This is an optimization exercise on Yosys and OpenROAD, whose aim is small area and a short achievable clock period, not a production implementation. Where RTL was checked, it was by simulation tests only, not by an equivalence proof against the original. Power and IR drop assume default switching activity.

Setup of run A:
## jram
module jram
#(
  parameter int WIDTH = jram_pkg::JRAM_WIDTH,
  parameter int ABITS = jram_pkg::JRAM_ABITS
) (
  input  logic             wclk,
  input  logic             wrst_n,
  input  logic [WIDTH-1:0] bis,
  input  logic             wsa,
  input  logic             winc,
  input  logic             ws,
  input  logic             we,
  output logic [WIDTH-1:0] bos,
  output logic [ABITS-1:0] bmar,
  output logic             wbusy
);
Size: about 7200 cells after synthesis, about 2200 flip-flops, ~31 I/O pins.
export LEC_CHECK = 0
export CAP_MARGIN = 20
export CORE_MARGIN = 2
export CORE_UTILIZATION = 70
export CTS_CLUSTER_DIAMETER = 80
export CTS_CLUSTER_SIZE = 28
export SETUP_SLACK_MARGIN = 3.4
export SLEW_MARGIN = 35
export SYNTH_HIERARCHICAL = 1
export TNS_END_PERCENT = 5
create_clock -name core_clock -period 5.5 [get_ports {wclk}]
run.sh (not shown) runs the stock make flow with config.mk's settings and CLKGATE_MAP_FILE= SYNTH_SCRIPT=/design/flow/synth_recipe.tcl, a recipe that flattens the netlist after the stock synthesis.
Run A reached the final stage; the timing, DRC and antenna checks on its layout passed.
Changes in run B relative to run A:
- swapping 3.4 for 3.2 in SETUP_SLACK_MARGIN
- swapping 70 for 50 in CORE_UTILIZATION
## What came out
Per the comparison of run B with run A, detail-routed via count per cell down 0.70; power density over cell area up 17 mW/mm2; number of clock-tree buffers in the layout up 24; number of antenna violations at the first check in global routing down 2; die outline height up 18%.
The routed wire length in run B is 1.08 times that in run A.
The net load switching power in run A is 0.885 times that in run B.
Diff run A -> run B: buffers inserted during post-CTS setup optimization down 4, worst setup slack down 0.045 ns, final area up about 2.3%, shortest clock period the worst path allows after layout up 0.045 ns.
Changes in run C relative to run B:
- changing TNS_END_PERCENT from 5 to 10
- changing CORE_UTILIZATION from 50 to 70
Findings:
No stage failed in run C, and the final checks on the layout all came back clean. Diff run B..run C | max-cap violation count | negligible. Critical path depth came out lower on run C than on run B. Total core area for run C: 28% down relative to run B. Summary of run C over run B: minimum clock period after layout -0.062 ns, power shrank by 2.2 mW, multi-input gate share of total cell area went up 1.1 points.
Relative to run C, the following input files were edited for run D:
- TNS_END_PERCENT now 5, was 10
Run D: no failed stages, no open violations at the end. Compared with run C, in run D cell area flat, die area flat. Going from run C to run D, register-to-register slack picked up an extra 0.02 ns; transition time at the pin with the least slew margin moved up.

jram again, from the RTL that the note above started with.
export LEC_CHECK = 0
export CAP_MARGIN = 20
export CORE_MARGIN = 2
export CORE_UTILIZATION = 60
export CTS_CLUSTER_DIAMETER = 80
export CTS_CLUSTER_SIZE = 28
export SETUP_SLACK_MARGIN = 3.6
export SLEW_MARGIN = 35
export SYNTH_HIERARCHICAL = 1
export TNS_END_PERCENT = 5
create_clock -name core_clock -period 5.5 [get_ports {wclk}]
Edit:
- CORE_UTILIZATION: 60 -> 80
- SETUP_SLACK_MARGIN: 3.6 -> 3.2
Effect: Worst hold slack hardly moves; flip-flop and latch count does not change; critical path depth went down by 1; synthesized area is unchanged; power went down by 3.9%; die area went down by 25%.
Edit:
- CORE_UTILIZATION: 80 -> 60
What happened:
- routed wire length climbs by 3.4%
- hold slack loses 0.0045 ns
- setup slack gets worse by 0.036 ns
- final area rises by 2.9%
- utilization drops by 19 points
- area after synthesis does not change
- power climbs by 3.8%
- non-clock buffer count climbs by 72
Edit:
- CORE_UTILIZATION: 60 -> 70
- TNS_END_PERCENT: 5 -> 20
After rerunning: The new run ran to the end with no violations. Synthesized area stays the same. Utilization is higher by 9.3 points. Critical path depth shrinks by 1.

## v6
Another version of the RTL of jram (not shown whole).
Size in the first run: ~7300 cells after synthesis, roughly 2200 flip-flops, about 31 I/O pins.
==> flow/config.mk <==
export PLATFORM = sky130hd
export DESIGN_NAME = jram
export DESIGN_NICKNAME = jram
export VERILOG_FILES = /design/flow/design.v
export SDC_FILE = /design/flow/constraint.sdc
export NUM_CORES = 4
export LEC_CHECK = 0
export CAP_MARGIN = 20
export CORE_MARGIN = 2
export CORE_UTILIZATION = 60
export CTS_CLUSTER_DIAMETER = 80
export CTS_CLUSTER_SIZE = 28
export SETUP_SLACK_MARGIN = 3.4
export SLEW_MARGIN = 35
export SYNTH_HIERARCHICAL = 1
export TNS_END_PERCENT = 5
==> flow/constraint.sdc <==
create_clock -name core_clock -period 5.5 [get_ports {wclk}]
set_input_delay 1.1000 -clock core_clock [delete_from_list [all_inputs] [get_ports {wclk}]]
set_output_delay 1.1000 -clock core_clock [all_outputs]
set_load 0.01 [all_outputs]
The inputs of v7 differ from those of v6 as listed below.
-- flow/config.mk --
<<< v6, line 11
export CTS_CLUSTER_DIAMETER = 80
export CTS_CLUSTER_SIZE = 28
export SETUP_SLACK_MARGIN = 3.4
export SLEW_MARGIN = 35
export SYNTH_HIERARCHICAL = 1
>>> v7, line 11
export CTS_CLUSTER_DIAMETER = 80
export CTS_CLUSTER_SIZE = 28
export SETUP_SLACK_MARGIN = 3.2
export SLEW_MARGIN = 35
export SYNTH_HIERARCHICAL = 1
v7 and v6 all finish clean. Compared with v6, in v7 fmax roughly the same, combinational power lost about 2%, final critical delay including setup and external delays saw little to no change, area fraction of clock buffers and clock inverters closely matched the old numbers. Cmp v7 and v6 / final cell utilization of the core / higher: v6.
Function was not checked in any run of this note: the RTL went through the layout flow alone.

run 1:
Another version of the RTL of jram (not shown whole).
For scale: about 7,100 cells after synthesis, roughly 78,000 sq um of cells after synthesis.
## jram
module jram
#(
  parameter int WIDTH = jram_pkg::JRAM_WIDTH,
  parameter int ABITS = jram_pkg::JRAM_ABITS
) (
  input  logic             wclk,
  input  logic             wrst_n,
  input  logic [WIDTH-1:0] bis,
  input  logic             wsa,
  input  logic             winc,
  input  logic             ws,
  input  logic             we,
  output logic [WIDTH-1:0] bos,
  output logic [ABITS-1:0] bmar,
  output logic             wbusy
);
Settings: LEC_CHECK=0, CAP_MARGIN=20, CORE_MARGIN=2, CORE_UTILIZATION=40, SLEW_MARGIN=20, SYNTH_HIERARCHICAL=1; clock period 5.5 ns.
Setup changes, run 1 to run 2
- SETUP_SLACK_MARGIN now 2.0, previously not set
- CORE_UTILIZATION now 55, was 40
Results
Per the comparison of run 2 with run 1, minimum clock period went down 1.00 ns, worst hold slack after final layout ~0 delta, overall track demand over capacity in global routing grew by 10 points.
From run 2 to run 1, number of nets with antenna violations after detailed routing did not move at all.
| worst setup slack | higher: run 2 |
Relative to run 2, the following input files were edited for run 3:
- SETUP_SLACK_MARGIN changed from 2.0 to 2.6
[summary]
- Relative to run 2, count of placed standard cells including taps increased by 47 in run 3.
- Taking run 2 as the reference point, the first-pass GRT wire length of run 3 falls by 0.58%.
- When run 3 is measured against run 2, its number of buffers and inverters on the critical path turns out 1 higher.
- Higher final worst slack goes to run 3 over run 2.
Function was not checked in any run of this note: the RTL went through the layout flow alone.

afterwards: timing with drivers on the ports:
The results above use ideal ports. As a check the final layouts listed here were re-extracted and re-timed, cells and wires unchanged.
Step 1: set_driving_cell puts a clkbuf_16 on wclk and a buf_2 on each other input, an assumption about the parent block.
Step 2 adds t to the input delays and takes it off the output delays; t is the mean of the earliest and latest rising clock arrival at the registers after step 1. Input paths then give back, and output paths get back, about the clock's delay inside the block.
Three values: ideal, step 1, step 2; two values: the first two.
| run | t (ns) | setup WS [ns] | worst setup path after step 2 |
|---|---|---|---|
| run A | 0.800 | 2.700 / 2.584 / 1.785 | input to register |
| run B | 0.851 | 2.655 / 2.567 / 1.862 | input to register |
| run C | 0.794 | 2.717 / 2.636 / 1.861 | input to register |
| run D | 0.795 | 2.708 / 2.633 / 1.943 | input to register |
| the first run of note 2 | 0.841 | 2.661 / 2.572 / 2.008 | input to register |
| the second run of note 2 | 0.804 | 2.702 / 2.621 / 1.891 | input to register |
| the third run of note 2 | 0.839 | 2.667 / 2.578 / 1.961 | input to register |
| the fourth run of note 2 | 0.794 | 2.718 / 2.637 / 1.853 | input to register |
| v6 | 0.853 | 2.586 / 2.439 / 1.585 | input to register |
| v7 | 0.852 | 2.584 / 2.436 / 1.584 | input to register |
| run 1 | 0.922 | 0.070 / 0.070 / -0.245 | input to register |
| run 2 | 0.905 | 1.075 / 1.075 / 0.270 | input to register |
| run 3 | 0.901 | 1.119 / 1.119 / 0.303 | input to register |
Met with ideal ports but missed after step 2: setup timing in run 1. For v6, which loses most, drivers alone change the setup slack by -0.147 ns; drivers and shift together by -1.001 ns.
